Source: an optimization exercise on an open RTL-to-GDS flow (aim: small area, a short achievable clock period and few clock cycles per item). Production flows keep margins and buffers that such runs may drop.
RTL that was checked went through simulation tests only; none was proved equivalent to the original.
Power is estimated from default activity; no workload was simulated.

==> run E: inputs <==
==> flow/design.v <==
`timescale 1ns/1ps
`default_nettype none
module bridgeTop (
  input  wire         pclk,
  input  wire         preset_n,
  input  wire         awvalid,
  output logic        awready,
  input  wire  [31:0] awaddr,
  input  wire  [7:0]  awid,
  input  wire  [7:0]  awlen,
  input  wire  [1:0]  awburst,
  input  wire  [2:0]  awprot,
  input  wire         wvalid,
  output logic        wready,
  input  wire  [31:0] wdata,
  input  wire  [3:0]  wstrb,
  input  wire         arvalid,
  output logic        arready,
  input  wire  [31:0] araddr,
  input  wire  [7:0]  arid,
  input  wire  [7:0]  arlen,
  input  wire  [1:0]  arburst,
  input  wire  [2:0]  arprot,
  output logic        rvalid,
  input  wire         rready,
  output logic [31:0] rdata,
  output logic [1:0]  rresp,
  output logic [7:0]  rid,
  output logic        rlast,
  output logic        bvalid,
  input  wire         bready,
  output logic [1:0]  bresp,
  output logic [7:0]  bid,
  output logic [31:0] paddr,
  output logic [31:0] pwdata,
  output logic [3:0]  pstrb,
  output logic [2:0]  pprot,
  output logic        pwrite,
  output logic        penable,
  output logic [3:0]  psel,
  input  wire  [3:0]  pready,
  input  wire  [3:0]  pslverr,
  input  wire  [127:0] prdata
);
  logic        act;
  logic        turn;       
  logic        oom;        
  logic        incr;
  logic [7:0]  cnt;        
  logic        wHave;      
  logic [14:0] addr;
  logic [3:0]  strb;
  logic        last;
  logic        takeW;
  logic        takeR;
  logic        sel;        
  logic        serr;
  logic [31:0] sdata;
  logic        done;
  logic        go;
  logic        wTake;
  logic        actN;
  logic        turnN;
  logic        wHaveN;
  logic        rvalidN;
  logic        bvalidN;
  logic        wAccN;
  logic        awOom;
  logic        arOom;
  assign last  = (cnt == 8'd0);
  assign awOom = (awaddr[31:14] != 18'd0);
  assign arOom = (araddr[31:14] != 18'd0);
  assign takeW = awready && awvalid;
  assign takeR = arready && arvalid;
  assign wTake = wready && wvalid;
  always_comb begin
    sel   = 1'b0;
    serr  = 1'b0;
    sdata = 32'd0;
    for (int s = 0; s < 4; s++) begin
      sel   = sel   | (psel[s] & pready[s]);
      serr  = serr  | (psel[s] & pslverr[s]);
      sdata = sdata | ({32{psel[s]}} & prdata[32*s +: 32]);
    end
  end
  assign done = act && penable && (oom || sel);
  assign go   = act && !penable &&
                (pwrite ? (wHave && (!last || !bvalid || bready))
                        : (!rvalid || rready));
  assign paddr = {17'd0, addr};
  assign pstrb = pwrite ? strb : 4'd0;
  always_comb begin
    actN    = (act && !(done && last)) || takeW || takeR;
    turnN   = act ? turn : !turn;
    wHaveN  = wTake || (wHave && !(done && pwrite));
    rvalidN = (done && !pwrite) || (rvalid && !rready);
    bvalidN = (done && pwrite && last) || (bvalid && !bready);
    wAccN   = !wHaveN && !(actN && (act ? pwrite : takeW) && (penable ? !done : go));
  end
  always_ff @(posedge pclk or negedge preset_n) begin
    if (!preset_n) begin
      act     <= 1'b0;
      turn    <= 1'b0;
      penable <= 1'b0;
      psel    <= 4'd0;
      wHave   <= 1'b0;
      rvalid  <= 1'b0;
      bvalid  <= 1'b0;
      awready <= 1'b0;
      arready <= 1'b0;
      wready  <= 1'b0;
    end else begin
      act     <= actN;
      turn    <= turnN;
      wHave   <= wHaveN;
      rvalid  <= rvalidN;
      bvalid  <= bvalidN;
      awready <= !actN && turnN && !bvalidN;
      arready <= !actN && !turnN && !rvalidN;
      wready  <= wAccN;
      if (!act) begin
        psel <= (takeW || takeR) && !(turn ? awOom : arOom)
              ? 4'b0001 << (turn ? awaddr[13:12] : araddr[13:12]) : 4'd0;
      end
      if (go) begin
        penable <= 1'b1;
      end
      if (done) begin
        penable <= 1'b0;
        if (last) psel <= 4'd0;
      end
    end
  end
  always_ff @(posedge pclk) begin
    if (!act) begin
      pwrite <= turn;
      oom    <= turn ? awOom : arOom;
      incr   <= turn ? (awburst == 2'd1) : (arburst == 2'd1);
      cnt    <= turn ? awlen : arlen;
      pprot  <= turn ? awprot : arprot;
      addr   <= {1'b0, turn ? awaddr[13:0] : araddr[13:0]};
    end else if (done) begin
      cnt <= cnt - 8'd1;
      if (incr) begin
        addr[14:2] <= addr[14:2] + 13'd1;
      end
    end
    if (awready) begin
      bid   <= awid;
      bresp <= 2'd0;
    end else if (done && pwrite) begin
      bresp <= bresp | {oom | serr, oom};
    end
    if (arready) begin
      rid <= arid;
    end
    if (wready) begin
      pwdata <= wdata;
      strb   <= wstrb;
    end
    if (act && penable && !pwrite) begin
      rdata <= sdata;
      rresp <= {oom | serr, oom};
      rlast <= last;
    end
  end
endmodule
`default_nettype wire
==> flow/flow/run.sh <==
#!/bin/bash
# standard ORFS layout (the standard.sh, standard synthesis unchanged),
# with every port buffered by the smallest buffer instead of a delay buffer
set -euo pipefail
bash standard.sh "BUFFER_PORTS_ARGS=-buffer_cell sky130_fd_sc_hd__buf_1" finish > standard.log 2>&1
==> flow/standard.sh <==
#!/bin/bash
# synth_recipe.tcl (not shown) runs the flow's synth.tcl, then flattens the netlist and writes it again
# the make line also repeats each setting of config.mk as NAME=value (left out here)
make -C /OpenROAD-flow-scripts/flow DESIGN_CONFIG=/design/flow/config.mk WORK_HOME=/design/flow/orfs CLKGATE_MAP_FILE= SYNTH_SCRIPT=/design/flow/synth_recipe.tcl "${@:-finish}"
==> flow/config.mk <==
export PLATFORM = sky130hd
export DESIGN_NAME = bridgeTop
export DESIGN_NICKNAME = bridgeTop
export VERILOG_FILES = /design/flow/design.v
export SDC_FILE = /design/flow/constraint.sdc
export NUM_CORES = 4
export LEC_CHECK = 0
export CAP_MARGIN = 20
export CORE_MARGIN = 2
export CORE_UTILIZATION = 40
export SETUP_SLACK_MARGIN = 3.0
export SLEW_MARGIN = 20
==> flow/constraint.sdc <==
create_clock -name core_clock -period 5.0 [get_ports {pclk}]
set_input_delay 1.0000 -clock core_clock [delete_from_list [all_inputs] [get_ports {pclk}]]
set_output_delay 1.0000 -clock core_clock [all_outputs]
set_load 0.01 [all_outputs]
==> inputs of run P, as changes to run E <==
--- a/flow/design.v
+++ b/flow/design.v
@@ -49,7 +49,11 @@
   logic [7:0]  cnt;        
   logic        wHave;      
   logic [14:0] addr;
-  logic [3:0]  strb;
+  logic        wr;         
+  logic [3:0]  rsel;       
+  logic        rAcc;       
+  logic        wFree;      
+  logic        wFreeN;
   logic        last;
   logic        takeW;
   logic        takeR;
@@ -64,7 +68,6 @@
   logic        wHaveN;
   logic        rvalidN;
   logic        bvalidN;
-  logic        wAccN;
   logic        awOom;
   logic        arOom;
   assign last  = (cnt == 8'd0);
@@ -80,22 +83,24 @@
     for (int s = 0; s < 4; s++) begin
       sel   = sel   | (psel[s] & pready[s]);
       serr  = serr  | (psel[s] & pslverr[s]);
-      sdata = sdata | ({32{psel[s]}} & prdata[32*s +: 32]);
+      sdata = sdata | ({32{rsel[s]}} & prdata[32*s +: 32]);
     end
   end
   assign done = act && penable && (oom || sel);
   assign go   = act && !penable &&
-                (pwrite ? (wHave && (!last || !bvalid || bready))
-                        : (!rvalid || rready));
+                (wr ? (wHave && (!last || !bvalid || bready))
+                    : (!rvalid || rready));
+  assign wFree = !wHave && !rvalid && (act ? (wr && !penable) : turn);
+  assign rdata = pwdata;
   assign paddr = {17'd0, addr};
-  assign pstrb = pwrite ? strb : 4'd0;
   always_comb begin
     actN    = (act && !(done && last)) || takeW || takeR;
     turnN   = act ? turn : !turn;
-    wHaveN  = wTake || (wHave && !(done && pwrite));
-    rvalidN = (done && !pwrite) || (rvalid && !rready);
-    bvalidN = (done && pwrite && last) || (bvalid && !bready);
-    wAccN   = !wHaveN && !(actN && (act ? pwrite : takeW) && (penable ? !done : go));
+    wHaveN  = wTake || (wHave && !(done && wr));
+    rvalidN = (done && !wr) || (rvalid && !rready);
+    bvalidN = (done && wr && last) || (bvalid && !bready);
+    wFreeN  = !wHaveN && !rvalidN &&
+              (actN ? ((act ? wr : takeW) && !(penable ? !done : go)) : turnN);
   end
   always_ff @(posedge pclk or negedge preset_n) begin
     if (!preset_n) begin
@@ -103,6 +108,8 @@
       turn    <= 1'b0;
       penable <= 1'b0;
       psel    <= 4'd0;
+      rsel    <= 4'd0;
+      rAcc    <= 1'b0;
       wHave   <= 1'b0;
       rvalid  <= 1'b0;
       bvalid  <= 1'b0;
@@ -116,24 +123,31 @@
       rvalid  <= rvalidN;
       bvalid  <= bvalidN;
       awready <= !actN && turnN && !bvalidN;
-      arready <= !actN && !turnN && !rvalidN;
-      wready  <= wAccN;
+      arready <= !actN && !turnN && !rvalidN && !wHaveN;
+      wready  <= wFreeN;
       if (!act) begin
         psel <= (takeW || takeR) && !(turn ? awOom : arOom)
               ? 4'b0001 << (turn ? awaddr[13:12] : araddr[13:12]) : 4'd0;
+        rsel <= takeR && !arOom ? 4'b0001 << araddr[13:12] : 4'd0;
       end
       if (go) begin
         penable <= 1'b1;
+        rAcc    <= !wr;
       end
       if (done) begin
         penable <= 1'b0;
-        if (last) psel <= 4'd0;
+        rAcc    <= 1'b0;
+        if (last) begin
+          psel <= 4'd0;
+          rsel <= 4'd0;
+        end
       end
     end
   end
   always_ff @(posedge pclk) begin
     if (!act) begin
-      pwrite <= turn;
+      wr     <= turn;
+      pwrite <= awready;
       oom    <= turn ? awOom : arOom;
       incr   <= turn ? (awburst == 2'd1) : (arburst == 2'd1);
       cnt    <= turn ? awlen : arlen;
@@ -145,23 +159,25 @@
         addr[14:2] <= addr[14:2] + 13'd1;
       end
     end
-    if (awready) begin
+    if (!act && turn && !bvalid) begin
       bid   <= awid;
       bresp <= 2'd0;
-    end else if (done && pwrite) begin
+    end else if (done && wr) begin
       bresp <= bresp | {oom | serr, oom};
     end
-    if (arready) begin
+    if (!act && !turn && !rvalid) begin
       rid <= arid;
     end
-    if (wready) begin
+    if (wFree) begin
       pwdata <= wdata;
-      strb   <= wstrb;
+      pstrb  <= wstrb;
+    end else if (arready) begin
+      pstrb  <= 4'd0;
     end
-    if (act && penable && !pwrite) begin
-      rdata <= sdata;
-      rresp <= {oom | serr, oom};
-      rlast <= last;
+    if (rAcc) begin
+      pwdata <= sdata;
+      rresp  <= {oom | serr, oom};
+      rlast  <= last;
     end
   end
 endmodule
==> flow/flow/run.sh (replaced) <==
#!/bin/bash
# standard ORFS layout (the standard.sh, standard synthesis unchanged),
# with every port buffered by the smallest buffer instead of a delay buffer,
# and no dummy loads in the clock tree
set -euo pipefail
export CTS_ARGS="-sink_clustering_enable -repair_clock_nets -dont_use_dummy_load"
bash standard.sh "BUFFER_PORTS_ARGS=-buffer_cell sky130_fd_sc_hd__buf_1" finish > standard.log 2>&1
--- a/flow/config.mk
+++ b/flow/config.mk
@@ -8,5 +8,5 @@
 export CAP_MARGIN = 20
 export CORE_MARGIN = 2
 export CORE_UTILIZATION = 40
-export SETUP_SLACK_MARGIN = 3.0
+export SETUP_SLACK_MARGIN = 2.8
 export SLEW_MARGIN = 20
==> inputs of run D, as changes to run E <==
--- a/flow/design.v
+++ b/flow/design.v
@@ -49,7 +49,10 @@
   logic [7:0]  cnt;        
   logic        wHave;      
   logic [14:0] addr;
-  logic [3:0]  strb;
+  logic        wr;         
+  logic        rAcc;       
+  logic        wFree;      
+  logic        wFreeN;
   logic        last;
   logic        takeW;
   logic        takeR;
@@ -64,7 +67,6 @@
   logic        wHaveN;
   logic        rvalidN;
   logic        bvalidN;
-  logic        wAccN;
   logic        awOom;
   logic        arOom;
   assign last  = (cnt == 8'd0);
@@ -85,17 +87,19 @@
   end
   assign done = act && penable && (oom || sel);
   assign go   = act && !penable &&
-                (pwrite ? (wHave && (!last || !bvalid || bready))
-                        : (!rvalid || rready));
+                (wr ? (wHave && (!last || !bvalid || bready))
+                    : (!rvalid || rready));
+  assign wFree = !wHave && !rvalid && (act ? (wr && !penable) : turn);
+  assign rdata = pwdata;
   assign paddr = {17'd0, addr};
-  assign pstrb = pwrite ? strb : 4'd0;
   always_comb begin
     actN    = (act && !(done && last)) || takeW || takeR;
     turnN   = act ? turn : !turn;
-    wHaveN  = wTake || (wHave && !(done && pwrite));
-    rvalidN = (done && !pwrite) || (rvalid && !rready);
-    bvalidN = (done && pwrite && last) || (bvalid && !bready);
-    wAccN   = !wHaveN && !(actN && (act ? pwrite : takeW) && (penable ? !done : go));
+    wHaveN  = wTake || (wHave && !(done && wr));
+    rvalidN = (done && !wr) || (rvalid && !rready);
+    bvalidN = (done && wr && last) || (bvalid && !bready);
+    wFreeN  = !wHaveN && !rvalidN &&
+              (actN ? ((act ? wr : takeW) && !(penable ? !done : go)) : turnN);
   end
   always_ff @(posedge pclk or negedge preset_n) begin
     if (!preset_n) begin
@@ -103,6 +107,7 @@
       turn    <= 1'b0;
       penable <= 1'b0;
       psel    <= 4'd0;
+      rAcc    <= 1'b0;
       wHave   <= 1'b0;
       rvalid  <= 1'b0;
       bvalid  <= 1'b0;
@@ -116,24 +121,29 @@
       rvalid  <= rvalidN;
       bvalid  <= bvalidN;
       awready <= !actN && turnN && !bvalidN;
-      arready <= !actN && !turnN && !rvalidN;
-      wready  <= wAccN;
+      arready <= !actN && !turnN && !rvalidN && !wHaveN;
+      wready  <= wFreeN;
       if (!act) begin
         psel <= (takeW || takeR) && !(turn ? awOom : arOom)
               ? 4'b0001 << (turn ? awaddr[13:12] : araddr[13:12]) : 4'd0;
       end
       if (go) begin
         penable <= 1'b1;
+        rAcc    <= !wr;
       end
       if (done) begin
         penable <= 1'b0;
-        if (last) psel <= 4'd0;
+        rAcc    <= 1'b0;
+        if (last) begin
+          psel <= 4'd0;
+        end
       end
     end
   end
   always_ff @(posedge pclk) begin
     if (!act) begin
-      pwrite <= turn;
+      wr     <= turn;
+      pwrite <= awready;
       oom    <= turn ? awOom : arOom;
       incr   <= turn ? (awburst == 2'd1) : (arburst == 2'd1);
       cnt    <= turn ? awlen : arlen;
@@ -145,23 +155,25 @@
         addr[14:2] <= addr[14:2] + 13'd1;
       end
     end
-    if (awready) begin
+    if (!act && turn && !bvalid) begin
       bid   <= awid;
       bresp <= 2'd0;
-    end else if (done && pwrite) begin
+    end else if (done && wr) begin
       bresp <= bresp | {oom | serr, oom};
     end
-    if (arready) begin
+    if (!act && !turn && !rvalid) begin
       rid <= arid;
     end
-    if (wready) begin
+    if (wFree) begin
       pwdata <= wdata;
-      strb   <= wstrb;
+      pstrb  <= wstrb;
+    end else if (arready) begin
+      pstrb  <= 4'd0;
     end
-    if (act && penable && !pwrite) begin
-      rdata <= sdata;
-      rresp <= {oom | serr, oom};
-      rlast <= last;
+    if (rAcc) begin
+      pwdata <= sdata;
+      rresp  <= {oom | serr, oom};
+      rlast  <= last;
     end
   end
 endmodule
==> flow/flow/run.sh (replaced) <==
#!/bin/bash
# standard ORFS layout (the standard.sh, standard synthesis unchanged),
# with every port buffered by the smallest buffer instead of a delay buffer,
# and no dummy loads in the clock tree
set -euo pipefail
export CTS_ARGS="-sink_clustering_enable -repair_clock_nets -dont_use_dummy_load"
bash standard.sh "BUFFER_PORTS_ARGS=-buffer_cell sky130_fd_sc_hd__buf_1" finish > standard.log 2>&1
--- a/flow/config.mk
+++ b/flow/config.mk
@@ -8,5 +8,6 @@
 export CAP_MARGIN = 20
 export CORE_MARGIN = 2
 export CORE_UTILIZATION = 40
-export SETUP_SLACK_MARGIN = 3.0
+export PLACE_DENSITY = 0.85
+export SETUP_SLACK_MARGIN = 2.9
 export SLEW_MARGIN = 20
==> inputs of run F, as changes to run E <==
--- a/flow/design.v
+++ b/flow/design.v
@@ -49,7 +49,10 @@
   logic [7:0]  cnt;        
   logic        wHave;      
   logic [14:0] addr;
-  logic [3:0]  strb;
+  logic        wr;         
+  logic        rAcc;       
+  logic        wFree;      
+  logic        wFreeN;
   logic        last;
   logic        takeW;
   logic        takeR;
@@ -64,7 +67,6 @@
   logic        wHaveN;
   logic        rvalidN;
   logic        bvalidN;
-  logic        wAccN;
   logic        awOom;
   logic        arOom;
   assign last  = (cnt == 8'd0);
@@ -85,17 +87,19 @@
   end
   assign done = act && penable && (oom || sel);
   assign go   = act && !penable &&
-                (pwrite ? (wHave && (!last || !bvalid || bready))
-                        : (!rvalid || rready));
+                (wr ? (wHave && (!last || !bvalid || bready))
+                    : (!rvalid || rready));
+  assign wFree = !wHave && !rvalid && (act ? (wr && !penable) : turn);
+  assign rdata = pwdata;
   assign paddr = {17'd0, addr};
-  assign pstrb = pwrite ? strb : 4'd0;
   always_comb begin
     actN    = (act && !(done && last)) || takeW || takeR;
     turnN   = act ? turn : !turn;
-    wHaveN  = wTake || (wHave && !(done && pwrite));
-    rvalidN = (done && !pwrite) || (rvalid && !rready);
-    bvalidN = (done && pwrite && last) || (bvalid && !bready);
-    wAccN   = !wHaveN && !(actN && (act ? pwrite : takeW) && (penable ? !done : go));
+    wHaveN  = wTake || (wHave && !(done && wr));
+    rvalidN = (done && !wr) || (rvalid && !rready);
+    bvalidN = (done && wr && last) || (bvalid && !bready);
+    wFreeN  = !wHaveN && !rvalidN &&
+              (actN ? ((act ? wr : takeW) && !(penable ? !done : go)) : turnN);
   end
   always_ff @(posedge pclk or negedge preset_n) begin
     if (!preset_n) begin
@@ -103,6 +107,7 @@
       turn    <= 1'b0;
       penable <= 1'b0;
       psel    <= 4'd0;
+      rAcc    <= 1'b0;
       wHave   <= 1'b0;
       rvalid  <= 1'b0;
       bvalid  <= 1'b0;
@@ -116,24 +121,29 @@
       rvalid  <= rvalidN;
       bvalid  <= bvalidN;
       awready <= !actN && turnN && !bvalidN;
-      arready <= !actN && !turnN && !rvalidN;
-      wready  <= wAccN;
+      arready <= !actN && !turnN && !rvalidN && !wHaveN;
+      wready  <= wFreeN;
       if (!act) begin
         psel <= (takeW || takeR) && !(turn ? awOom : arOom)
               ? 4'b0001 << (turn ? awaddr[13:12] : araddr[13:12]) : 4'd0;
       end
       if (go) begin
         penable <= 1'b1;
+        rAcc    <= !wr;
       end
       if (done) begin
         penable <= 1'b0;
-        if (last) psel <= 4'd0;
+        rAcc    <= 1'b0;
+        if (last) begin
+          psel <= 4'd0;
+        end
       end
     end
   end
   always_ff @(posedge pclk) begin
     if (!act) begin
-      pwrite <= turn;
+      wr     <= turn;
+      pwrite <= awready;
       oom    <= turn ? awOom : arOom;
       incr   <= turn ? (awburst == 2'd1) : (arburst == 2'd1);
       cnt    <= turn ? awlen : arlen;
@@ -145,23 +155,25 @@
         addr[14:2] <= addr[14:2] + 13'd1;
       end
     end
-    if (awready) begin
+    if (!act && turn && !bvalid) begin
       bid   <= awid;
       bresp <= 2'd0;
-    end else if (done && pwrite) begin
+    end else if (done && wr) begin
       bresp <= bresp | {oom | serr, oom};
     end
-    if (arready) begin
+    if (!act && !turn && !rvalid) begin
       rid <= arid;
     end
-    if (wready) begin
+    if (wFree) begin
       pwdata <= wdata;
-      strb   <= wstrb;
+      pstrb  <= wstrb;
+    end else if (arready) begin
+      pstrb  <= 4'd0;
     end
-    if (act && penable && !pwrite) begin
-      rdata <= sdata;
-      rresp <= {oom | serr, oom};
-      rlast <= last;
+    if (rAcc) begin
+      pwdata <= sdata;
+      rresp  <= {oom | serr, oom};
+      rlast  <= last;
     end
   end
 endmodule
==> flow/flow/run.sh (replaced) <==
#!/bin/bash
# standard ORFS layout (the standard.sh, standard synthesis unchanged),
# with every port buffered by the smallest buffer instead of a delay buffer,
# and no dummy loads in the clock tree
set -euo pipefail
export CTS_ARGS="-sink_clustering_enable -repair_clock_nets -dont_use_dummy_load -buf_list sky130_fd_sc_hd__clkbuf_8"
bash standard.sh "BUFFER_PORTS_ARGS=-buffer_cell sky130_fd_sc_hd__buf_1" finish > standard.log 2>&1
--- a/flow/config.mk
+++ b/flow/config.mk
@@ -8,5 +8,6 @@
 export CAP_MARGIN = 20
 export CORE_MARGIN = 2
 export CORE_UTILIZATION = 40
-export SETUP_SLACK_MARGIN = 3.0
+export PLACE_DENSITY = 0.75
+export SETUP_SLACK_MARGIN = 2.9
 export SLEW_MARGIN = 20
==> comparison table <==
Status: run D no timing/DRC/antenna violations; run F no timing/DRC/antenna violations; run E no timing/DRC/antenna violations; run P no timing/DRC/antenna violations
Post-layout worst setup margin: run D 2.92 ns; run F 2.90 ns; run E 2.82 ns; run P 2.83 ns
Clk. pwr: run D 0.591 mW; run F 0.411 mW; run E 1.30 mW; run P 0.594 mW
Insertion delay to the later sink of the worst-skew pair: run D 0.34 ns; run F 0.39 ns; run E 0.42 ns; run P 0.34 ns
Number of combinational gates with multiple inputs: run D 336; run F 337; run E 299; run P 352
Number of nets in the finished design: run D 1169; run F 1169; run E 1204; run P 1177
Multi-input logic area: run D 0.00222 mm2; run F 0.00224 mm2; run E 0.00196 mm2; run P 0.00226 mm2
Setup crit end kind: run D flop; run F primary output; run E primary output; run P flop
Number of buffers added for setup after CTS: run D 6; run F 9; run E 36; run P 1
Final cell utilization of the core: run D 56.1%; run F 55.3%; run E 61.4%; run P 52.9%
XOR/XNOR share of the synthesized area: run D 2.69%; run F 2.69%; run E 2.49%; run P 2.60%
Largest net degree at the start of global routing: run D 69; run F 69; run E 44; run P 55
Worst path slowest cell: run D dfrtp_2; run F dfrtp_4; run E edfxtp_1; run P a222oi_1
Number of resized instances in the post-cts repair step: run D 25; run F 31; run E 44; run P 5
Highest clock rate: run D 481 MHz; run F 475 MHz; run E 459 MHz; run P 461 MHz
First-pass GRT wire length: run D 28.9 mm; run F 28.3 mm; run E 33.0 mm; run P 28.3 mm
Post-Synthesis Cell Area: run D 0.00553 mm2; run F 0.00553 mm2; run E 0.00597 mm2; run P 0.00573 mm2
Power spent charging and discharging nets: run D 1.60 mW; run F 1.55 mW; run E 1.51 mW; run P 0.326 mW
Initial core utilization: run D 41.4%; run F 41.4%; run E 41.1%; run P 41.1%
Synthesized netlist cell count: run D 509; run F 509; run E 464; run P 535
Number of filler instances in the final layout: run D 1213; run F 1242; run E 1253; run P 1314
Path depth of the worst reg2reg path: run D 8; run F 5; run E 7; run P 6
Average size of a mapped cell: run D 10.9 um2; run F 10.9 um2; run E 12.9 um2; run P 10.7 um2
Number of synthesized flops with an enable pin: run D 84; run F 84; run E 115; run P 84
Synth-to-layout area growth: run D 35.5%; run F 33.6%; run E 49.4%; run P 28.6%
Testbench counts of run P, summed over its fixed seeds: cycles 10,018, beats 2,933.
Testbench counts of run D, summed over its fixed seeds: cycles 10,018, beats 2,933.
Testbench counts of run F, summed over its fixed seeds: cycles 10,018, beats 2,933.
Function not checked in run E: the RTL went through the layout flow alone.

## re-timing with driven ports
No port has a modelled driver above. Below, the same layouts with a new extraction and two added sets of constraints. Step 1 sets driving cells, clkbuf_16 on the clock port and buf_2 on the other inputs (assumed; they add their load-dependent delay and slew). Step 2 moves the port delays by t, midway between the first and last clock arrival at a register: inputs arrive t later, outputs are due t later. That takes back most of the time a late clock gives input paths. Three values: ideal ports, drivers, drivers and shift; two values: the first two.
| run | shift t [ns] | setup WS [ns] | hold slack, ns | worst slew at a driven data input, ns |
|---|---|---|---|---|
| run E | 0.464 | 2.822 / 2.778 / 2.673 | 0.498 / 0.498 / 0.498 | 0.11 |
| run P | 0.380 | 2.832 / 2.853 / 2.474 | 0.482 / 0.482 / 0.482 | 0.10 |
| run D | 0.374 | 2.922 / 2.892 / 2.585 | 0.479 / 0.479 / 0.479 | 0.10 |
| run F | 0.400 | 2.896 / 2.857 / 2.560 | 0.483 / 0.483 / 0.483 | 0.11 |
After both steps setup and hold are still met in every run listed. For run P, which loses most, drivers alone change the setup slack by +0.021 ns; drivers and shift together by -0.358 ns.
